Background: an optimization exercise with open tools, aiming at small area, a short achievable clock period and few clock cycles. Do not read the settings as production practice. Only simulation tests tie the RTL to the original design; equivalence was not proved. Power is estimated from default activity; no workload was simulated.

File: run.sh
#!/bin/bash
# synth_recipe.tcl (not shown) runs the flow's synth.tcl, then flattens the netlist and writes it again
# the make line also repeats each setting of config.mk as NAME=value (left out here)
make -C /OpenROAD-flow-scripts/flow DESIGN_CONFIG=/design/flow/config.mk WORK_HOME=/design/flow/orfs CLKGATE_MAP_FILE= SYNTH_SCRIPT=/design/flow/synth_recipe.tcl finish
File: config.mk
export PLATFORM = sky130hd
export DESIGN_NAME = rans_encoder
export DESIGN_NICKNAME = rans_encoder
export VERILOG_FILES = /design/flow/design.v
export SDC_FILE = /design/flow/constraint.sdc
export NUM_CORES = 4
export LEC_CHECK = 0
export CAP_MARGIN = 20
export CORE_MARGIN = 2
export CORE_UTILIZATION = 40
export SLEW_MARGIN = 20
File: constraint.sdc
create_clock -name core_clock -period 6.0 [get_ports {clk}]
set_input_delay 1.2000 -clock core_clock [delete_from_list [all_inputs] [get_ports {clk}]]
set_output_delay 1.2000 -clock core_clock [all_outputs]
set_load 0.01 [all_outputs]
File: design.v
`timescale 1ns/100ps
`default_nettype none
module freq_table (
	input  logic       clk,
	input  logic       rst,
	input  logic       tbl_valid,
	input  logic [8:0] tbl_freq,
	input  logic [7:0] rd_sym,
	output logic [8:0] rd_freq,
	output logic [8:0] rd_start,
	output logic       table_done,
	output logic       table_ok
);
	localparam int PROB_SCALE = 256;
	localparam int NUM_SYMBOLS = 256;
	localparam int SUM_BITS = 17;
	logic [8:0]           freq_mem [0:NUM_SYMBOLS-1];
	logic [8:0]           start_mem [0:NUM_SYMBOLS-1];
	logic [7:0]           load_cnt;
	logic [SUM_BITS-1:0]  sum_q;
	logic [SUM_BITS-1:0]  sum_next;
	logic                 last_entry;
	assign sum_next = sum_q + {8'd0, tbl_freq};
	assign last_entry = (load_cnt == 8'd255);
	always_ff @(posedge clk) begin
		if (rst) begin
			load_cnt <= '0;
			sum_q <= '0;
			table_done <= 1'b0;
			table_ok <= 1'b0;
		end else begin
			table_done <= tbl_valid && last_entry;
			if (tbl_valid) begin
				load_cnt <= load_cnt + 1'b1;
				if (last_entry) begin
					sum_q <= '0;
					table_ok <= (sum_next == SUM_BITS'(PROB_SCALE));
				end else begin
					sum_q <= sum_next;
				end
			end
		end
	end
	always_ff @(posedge clk) begin
		if (tbl_valid) begin
			freq_mem[load_cnt] <= tbl_freq;
			start_mem[load_cnt] <= sum_q[8:0];
		end
	end
	always_ff @(posedge clk) begin
		rd_freq <= freq_mem[rd_sym];
		rd_start <= start_mem[rd_sym];
	end
endmodule
`default_nettype wire
`timescale 1ns/100ps
`default_nettype none
module state_divider (
	input  logic        clk,
	input  logic        rst,
	input  logic        div_start,
	input  logic [31:0] dividend,
	input  logic [8:0]  divisor,
	output logic [31:0] quotient,
	output logic [8:0]  remainder,
	output logic        div_done
);
	localparam int STATE_BITS = 32;
	localparam int CNT_BITS = 5;
	localparam int REM_BITS = 10;
	logic                busy;
	logic [CNT_BITS-1:0] bit_cnt;
	logic [REM_BITS-1:0] part_rem;
	logic [REM_BITS-1:0] shifted;
	logic                fits;
	logic [8:0]          divisor_q;
	logic [31:0]         quo_q;
	assign shifted = {part_rem[REM_BITS-2:0], quo_q[STATE_BITS-1]};
	assign fits = (shifted >= {1'b0, divisor_q});
	always_ff @(posedge clk) begin
		if (rst) begin
			busy <= 1'b0;
			bit_cnt <= '0;
			div_done <= 1'b0;
		end else begin
			div_done <= 1'b0;
			if (!busy) begin
				if (div_start) begin
					busy <= 1'b1;
					bit_cnt <= '0;
				end
			end else begin
				bit_cnt <= bit_cnt + 1'b1;
				if (bit_cnt == 5'd31) begin
					busy <= 1'b0;
					div_done <= 1'b1;
				end
			end
		end
	end
	always_ff @(posedge clk) begin
		if (!busy && div_start) begin
			part_rem <= '0;
			quo_q <= dividend;
			divisor_q <= divisor;
		end else if (busy) begin
			if (fits) begin
				part_rem <= shifted - {1'b0, divisor_q};
			end else begin
				part_rem <= shifted;
			end
			quo_q <= {quo_q[STATE_BITS-2:0], fits};
		end
	end
	assign quotient = quo_q;
	assign remainder = part_rem[REM_BITS-2:0];
endmodule
`default_nettype wire
`timescale 1ns/100ps
`default_nettype none
module rans_step (
	input  logic       clk,
	input  logic       rst,
	input  logic       sym_valid,
	input  logic       sym_last,
	input  logic [7:0] sym_data,
	output logic       sym_ready,
	output logic [7:0] rd_sym,
	input  logic [8:0] rd_freq,
	input  logic [8:0] rd_start,
	output logic       push,
	output logic       push_last,
	output logic [7:0] push_byte,
	input  logic       room,
	output logic       step_done
);
	localparam int RANS_L_SHIFT = 23;
	localparam int SCALE_BITS = 8;
	localparam logic [31:0] X_INIT = 32'd1 << RANS_L_SHIFT;
	localparam int BOUND_SHIFT = RANS_L_SHIFT + 8 - SCALE_BITS;
	localparam logic [2:0] READY  = 3'd0;
	localparam logic [2:0] LOOKUP = 3'd1;
	localparam logic [2:0] RENORM = 3'd2;
	localparam logic [2:0] DIVIDE = 3'd3;
	localparam logic [2:0] FLUSH  = 3'd4;
	logic [2:0]  st;
	logic [31:0] x_q;
	logic [31:0] bound;
	logic [31:0] x_div;
	logic [31:0] quotient;
	logic [8:0]  remainder;
	logic [7:0]  sym_q;
	logic        last_q;
	logic [1:0]  flush_cnt;
	logic        need_renorm;
	logic        renorm_push;
	logic        flush_push;
	logic        div_start;
	logic        div_done;
	assign bound = {23'd0, rd_freq} << BOUND_SHIFT;
	assign need_renorm = (x_q >= bound);
	assign x_div = (quotient << SCALE_BITS) + {23'd0, remainder} + {23'd0, rd_start};
	assign renorm_push = (st == RENORM) && need_renorm && room;
	assign flush_push = (st == FLUSH) && room;
	assign div_start = (st == RENORM) && !need_renorm;
	assign push = renorm_push || flush_push;
	assign push_byte = x_q[7:0];
	assign push_last = flush_push && (flush_cnt == 2'd3);
	assign step_done = push_last;
	assign sym_ready = (st == READY);
	assign rd_sym = sym_q;
	always_ff @(posedge clk) begin
		if (rst) begin
			st <= READY;
			x_q <= X_INIT;
			flush_cnt <= '0;
			last_q <= 1'b0;
		end else begin
			case (st)
				READY: begin
					if (sym_valid) begin
						last_q <= sym_last;
						st <= LOOKUP;
					end
				end
				LOOKUP: st <= RENORM;
				RENORM: begin
					if (renorm_push) begin
						x_q <= x_q >> 8;
					end else if (div_start) begin
						st <= DIVIDE;
					end
				end
				DIVIDE: begin
					if (div_done) begin
						x_q <= x_div;
						flush_cnt <= '0;
						st <= last_q ? FLUSH : READY;
					end
				end
				FLUSH: begin
					if (flush_push) begin
						flush_cnt <= flush_cnt + 1'b1;
						x_q <= x_q >> 8;
						if (flush_cnt == 2'd3) begin
							x_q <= X_INIT;
							st <= READY;
						end
					end
				end
				default: st <= READY;
			endcase
		end
	end
	always_ff @(posedge clk) begin
		if (st == READY && sym_valid) begin
			sym_q <= sym_data;
		end
	end
	state_divider state_divider_i (
		.clk       (clk),
		.rst       (rst),
		.div_start (div_start),
		.dividend  (x_q),
		.divisor   (rd_freq),
		.quotient  (quotient),
		.remainder (remainder),
		.div_done  (div_done)
	);
endmodule
`default_nettype wire
`timescale 1ns/100ps
`default_nettype none
module byte_queue #(
	parameter int FIFO_DEPTH = 16
) (
	input  logic       clk,
	input  logic       rst,
	input  logic       push,
	input  logic       push_last,
	input  logic [7:0] push_byte,
	output logic       room,
	output logic       m_tvalid,
	output logic       m_tlast,
	input  logic       m_tready,
	output logic [7:0] m_tdata
);
	localparam int PTR_BITS = $clog2(FIFO_DEPTH);
	logic [7:0]          data_mem [0:FIFO_DEPTH-1];
	logic                last_mem [0:FIFO_DEPTH-1];
	logic [PTR_BITS-1:0] wr_ptr;
	logic [PTR_BITS-1:0] rd_ptr;
	logic [PTR_BITS:0]   fill;
	logic                do_push;
	logic                do_pop;
	assign room = (fill != FIFO_DEPTH);
	assign m_tvalid = (fill != '0);
	assign do_push = push && room;
	assign do_pop = m_tvalid && m_tready;
	assign m_tdata = data_mem[rd_ptr];
	assign m_tlast = last_mem[rd_ptr];
	always_ff @(posedge clk) begin
		if (rst) begin
			wr_ptr <= '0;
			rd_ptr <= '0;
			fill <= '0;
		end else begin
			if (do_push) begin
				wr_ptr <= wr_ptr + 1'b1;
			end
			if (do_pop) begin
				rd_ptr <= rd_ptr + 1'b1;
			end
			if (do_push && !do_pop) begin
				fill <= fill + 1'b1;
			end else if (do_pop && !do_push) begin
				fill <= fill - 1'b1;
			end
		end
	end
	always_ff @(posedge clk) begin
		if (do_push) begin
			data_mem[wr_ptr] <= push_byte;
			last_mem[wr_ptr] <= push_last;
		end
	end
endmodule
`default_nettype wire
`timescale 1ns/100ps
`default_nettype none
module rans_encoder (
	input  logic  clk,
	input  logic  rst,
	input  logic  start,
	input  logic  tbl_valid,
	input  logic [8:0] tbl_freq,
	input  logic  s_tvalid,
	output logic  s_tready,
	input  logic [7:0] s_tdata,
	input  logic  s_tlast,
	output logic  m_tvalid,
	input  logic  m_tready,
	output logic [7:0] m_tdata,
	output logic  m_tlast,
	output logic  table_bad,
	output logic  done
);
	localparam int FIFO_DEPTH = 16;
	localparam logic [1:0] IDLE       = 2'd0;
	localparam logic [1:0] BUILDTAB   = 2'd1;
	localparam logic [1:0] ENCODE     = 2'd2;
	localparam logic [1:0] FLUSH_WAIT = 2'd3;
	logic [1:0] phase;
	logic   table_done;
	logic   table_ok;
	logic [7:0] rd_sym;
	logic [8:0] rd_freq;
	logic [8:0] rd_start;
	logic   sym_valid;
	logic   sym_ready;
	logic   push;
	logic   push_last;
	logic [7:0] push_byte;
	logic   room;
	logic   step_done;
	logic   out_last_xfer;
	assign sym_valid = s_tvalid && (phase == ENCODE);
	assign s_tready = sym_ready && (phase == ENCODE);
	assign table_bad = (phase == BUILDTAB) && table_done && !table_ok;
	assign out_last_xfer = m_tvalid && m_tready && m_tlast;
	always_ff @(posedge clk) begin
		if (rst) begin
			phase <= IDLE;
			done <= 1'b0;
		end else begin
			done <= (phase == FLUSH_WAIT) && out_last_xfer;
			case (phase)
				IDLE: begin
					if (start) begin
						phase <= BUILDTAB;
					end
				end
				BUILDTAB: begin
					if (table_done) begin
						phase <= table_ok ? ENCODE : IDLE;
					end
				end
				ENCODE: begin
					if (step_done) begin
						phase <= FLUSH_WAIT;
					end
				end
				FLUSH_WAIT: begin
					if (out_last_xfer) begin
						phase <= IDLE;
					end
				end
				default: phase <= IDLE;
			endcase
		end
	end
	freq_table freq_table_i (
		.clk        (clk),
		.rst        (rst),
		.tbl_valid  (tbl_valid),
		.tbl_freq   (tbl_freq),
		.rd_sym     (rd_sym),
		.rd_freq    (rd_freq),
		.rd_start   (rd_start),
		.table_done (table_done),
		.table_ok   (table_ok)
	);
	rans_step rans_step_i (
		.clk       (clk),
		.rst       (rst),
		.sym_valid (sym_valid),
		.sym_last  (s_tlast),
		.sym_data  (s_tdata),
		.sym_ready (sym_ready),
		.rd_sym    (rd_sym),
		.rd_freq   (rd_freq),
		.rd_start  (rd_start),
		.push      (push),
		.push_last (push_last),
		.push_byte (push_byte),
		.room      (room),
		.step_done (step_done)
	);
	byte_queue #(
		.FIFO_DEPTH (FIFO_DEPTH)
	) byte_queue_i (
		.clk       (clk),
		.rst       (rst),
		.push      (push),
		.push_last (push_last),
		.push_byte (push_byte),
		.room      (room),
		.m_tvalid  (m_tvalid),
		.m_tlast   (m_tlast),
		.m_tready  (m_tready),
		.m_tdata   (m_tdata)
	);
endmodule
`default_nettype wire
==> out/results.tsv <==
metric	value	unit
RSZ-0062 raised after global routing	false	
hold crit path type	register to register	
Final Cycle Share	84.1	%
most common flop cell mapped by yosys	edfxtp_1	
Startpoint Class	register	
DR vias	90486	
FP Rows	253	
Leakage Power	68.3	nW
Syn Std Cell Area	191000	µm²
Fin Hold WS	0.433	ns
# DRC	0	
core area	475000	µm²
Post-Route WL	488000	µm
DR pass1 iterations	5	
Fin. Hold Viols	0	
pin count of the biggest net entering global routing	181	
routed wire length per instance	31.2	µm
commonest non-fill, non-tap cells in the layout	4,801 x edfxtp_1, 1,308 x mux4_2, 482 x clkbuf_16	
Port Buffer Count	36	
clk buf depth	4	
first-pass GRT wire length	692000	µm
Worst VDD drop	0.264	mV
Placed Area	201000	µm²
post-CTS sizing	0	
Fin Setup TNS	0	ns
Iter 0 DRT Violations	11675	
# H-tree levels	5	
unique cell type count in the Yosys netlist	63	
setup violators final	0	
filler instances	38621	
crit end category	primary output	
nets@finish	9083	
HP Start	freq_table_i.rd_freq[5]	
commonest non-fill, non-tap cell in the layout	edfxtp_1	
Mapped Nets	8542	
final global-route overflow total	0	
largest fanout on the critical path	19	
Post-synth EDFFs	4801	
initial antenna violation count	25	
Worst-path clk slew	0.07	ns
Placer Congestion	0.845	
vias per inst	5.78	
WP data required	4.80	ns
actual slew at the worst max-slew pin	1.25	ns
die height	694	µm
Slew headroom	16.3	%
Pwr per Cell Area	325	nW/µm²
DP Wirelength	299000	µm
Setup Crit Path Kind	register to primary output	
sequential fraction of the synthesis area	76.9	%
fmax	0.198	GHz
total clock sinks	4920	
minimum clock period	5.05	ns
die area	482000	µm²
status	finished clean	
TritonCTS Buffers	476	
Clock Skew	0.0923	ns
CTS Hold Bufs	0	
Final Cell Area	217000	µm²
post-synthesis cell count	8448	
I/O pins	37	
Synth async-reset ratio	0	%
Initial Utilization	40.2	%
clock latency on the worst-skew pair	1.03	ns
synthesis-stage register bit count	4920	
yosys warns	5	
TritonCTS clock tree	done	
share of layout cells above drive strength 1	29.9	%
die width	694	µm
total power	70.7	mW
total track usage	19.9	%
vias in the first global route	91212	
FF-to-FF Start	rans_step_i.sym_q[4]	
max-slew violation total from the final report	0	
max cap viols	0	
syn avg cell area	22.6	µm²
clock root cell	clkbuf_16	
buffers inserted by post-CTS timing repair	0	
Arr. time, crit path	3.85	ns
Layout area overhead	14.1	%
antenna-violating nets left	0	
## worst paths after layout
check | to | slack (ns) | cells after the start
hold / removal | rans_step_i.state_divider_i.divisor_q[5] | 0.43 | 0
hold reg to reg | rans_step_i.state_divider_i.divisor_q[5] | 0.43 | 0
setup / recovery | m_tdata[3] | 0.95 | 4
setup reg to reg | freq_table_i.rd_freq[5] | 1.43 | 8
## synthesized netlist by cell type, drive strengths merged, types with 7 or more instances
library cell | number | share of area [%]
o211ai | 32 | 0.13
a21oi | 67 | 0.18
a211o | 13 | 0.060
nand2b | 40 | 0.13
a31oi | 10 | 0.033
and3 | 24 | 0.079
a21o | 7 | 0.028
nor2 | 351 | 0.69
edfxtp | 4801 | 76
nand3b | 16 | 0.063
mux2i | 380 | 2.0
o21ai | 29 | 0.076
xor2 | 22 | 0.10
clkbuf | 211 | 0.42
o2bb2ai | 9 | 0.041
inv | 44 | 0.087
dfxtp | 119 | 1.3
o22ai | 37 | 0.12
nor2b | 28 | 0.092
o31ai | 7 | 0.028
nand2 | 92 | 0.18
ha | 65 | 0.43
mux2 | 35 | 0.21
nand3 | 28 | 0.074
mux4 | 1308 | 15
nand4 | 47 | 0.15
xnor2 | 32 | 0.15
buf | 244 | 0.71
nor4 | 12 | 0.039
a22oi | 162 | 0.64
a211oi | 56 | 0.22
nor3 | 43 | 0.12
and2 | 7 | 0.023
## stage by stage
| step | worst slack, ns | cells | util (%) |
|---|---|---|---|
| 3_5_place_dp | 0.989 | 14752 | 42.4 |
| 6_report | 0.951 | 15662 | 45.8 |
| 4_1_cts | 0.794 | 15646 | 45.8 |
| 5_1_grt | 0.733 | 15653 | 45.8 |
| 2_1_floorplan | 0.336 | 8448 | - |
| 3_3_place_gp | 1.05 | 14751 | 42.4 |
## sequential cells by signal, summed over array words and instances (netlist names), 5 cells and up, named ones only
register / count
freq_table_i.load_cnt: 8
rans_step_i.sym_q: 8
byte_queue_i.fill: 5
rans_step_i.state_divider_i.bit_cnt: 5
byte_queue_i.data_mem: 128
freq_table_i.freq_mem: 2304
rans_step_i.state_divider_i.part_rem: 9
freq_table_i.sum_q: 17
rans_step_i.state_divider_i.quo_q: 32
rans_step_i.x_q: 32
freq_table_i.rd_start: 9
freq_table_i.rd_freq: 9
freq_table_i.start_mem: 2304
byte_queue_i.last_mem: 16
rans_step_i.state_divider_i.divisor_q: 9
## report_power, final
group / internal, mW / total (mW) / leakage (nW) / switching [mW]
combinational: 0.636 / 2.17 / 16.1 / 1.54
sequential: 38.1 / 38.4 / 44.5 / 0.231
clock: 17.2 / 30.1 / 7.65 / 12.9
total: 56.0 / 70.7 / 68.3 / 14.7
## per-layer routing
layer	track usage (%)	share of wire, %	up-vias
met5	0	0.0029	-
met4	5.35	2.8	2
met3	3.40	8.2	615
met2	31.6	48	3948
met1	28.7	41	48973
li1	-	-	36948
## cells by family (layout without fill, tap and decap cells)
logic type               count (synthesis)  after routing  share of synthesized area, %
XOR/XNOR                                54             54                         0.248
multiplexers                          1723           1723                          17.7
AND/OR/NAND/NOR                        717            717                          1.76
AO/OA/AOI/OAI                          465            465                          1.72
flip-flops                            4920           4920                          76.9
other                                    0             10                             0
buffers and inverters                  499           1456                          1.21
adder cells (fa/ha/maj)                 70             70                         0.479
## cell type report
cell class                      count  area [µm²]  area share (%)
Sequential cell                  4920      147000            67.4
Antenna cell                       10        25.0          0.0115
Timing Repair Buffer              518        4590            2.11
Multi-Input combinational cell   3029       42400            19.5
Inverter                           44         165          0.0760
Clock buffer                      603       12600            5.80
Clock inverter                    291        3150            1.45
Tap cell                         6247        7820            3.60
## worst max-delay path: stages, from the launching register on
cell	delay, ns
dfxtp_1	0.96
buf_4	0.43
mux4_2	0.40
mux4_2	0.52
clkdlybuf4s50_1	0.50
Testbench counts, summed over its fixed seeds: cycles 241,798.

[static timing again, ports no longer ideal]
Ports are ideal in the flow. The routed layout listed here was re-timed in OpenROAD.
Step 1 (the two cells are an assumption about what drives the block):
set clk [get_ports {clk}]
set_driving_cell -lib_cell sky130_fd_sc_hd__clkbuf_16 $clk
set_driving_cell -lib_cell sky130_fd_sc_hd__buf_2 [delete_from_list [all_inputs] $clk]
Step 2 moves the port delays by t, midway between the first and last clock arrival at a register: inputs arrive t later, outputs are due t later. That takes back most of the time a late clock gives input paths.
a / b / c = no drivers / after step 1 / after step 2; a / b = the first two.
t, ns: 1.118
setup WS [ns]: 0.951 / 0.832 / 0.992
hold WS [ns]: 0.433 / 0.380 / 0.433
worst setup path after step 2: input to register
worst data-port slew with drivers (ns): 0.17
After both steps setup and hold are still met in this run. For this run, drivers alone change the setup slack by -0.119 ns; drivers and shift together by +0.041 ns.
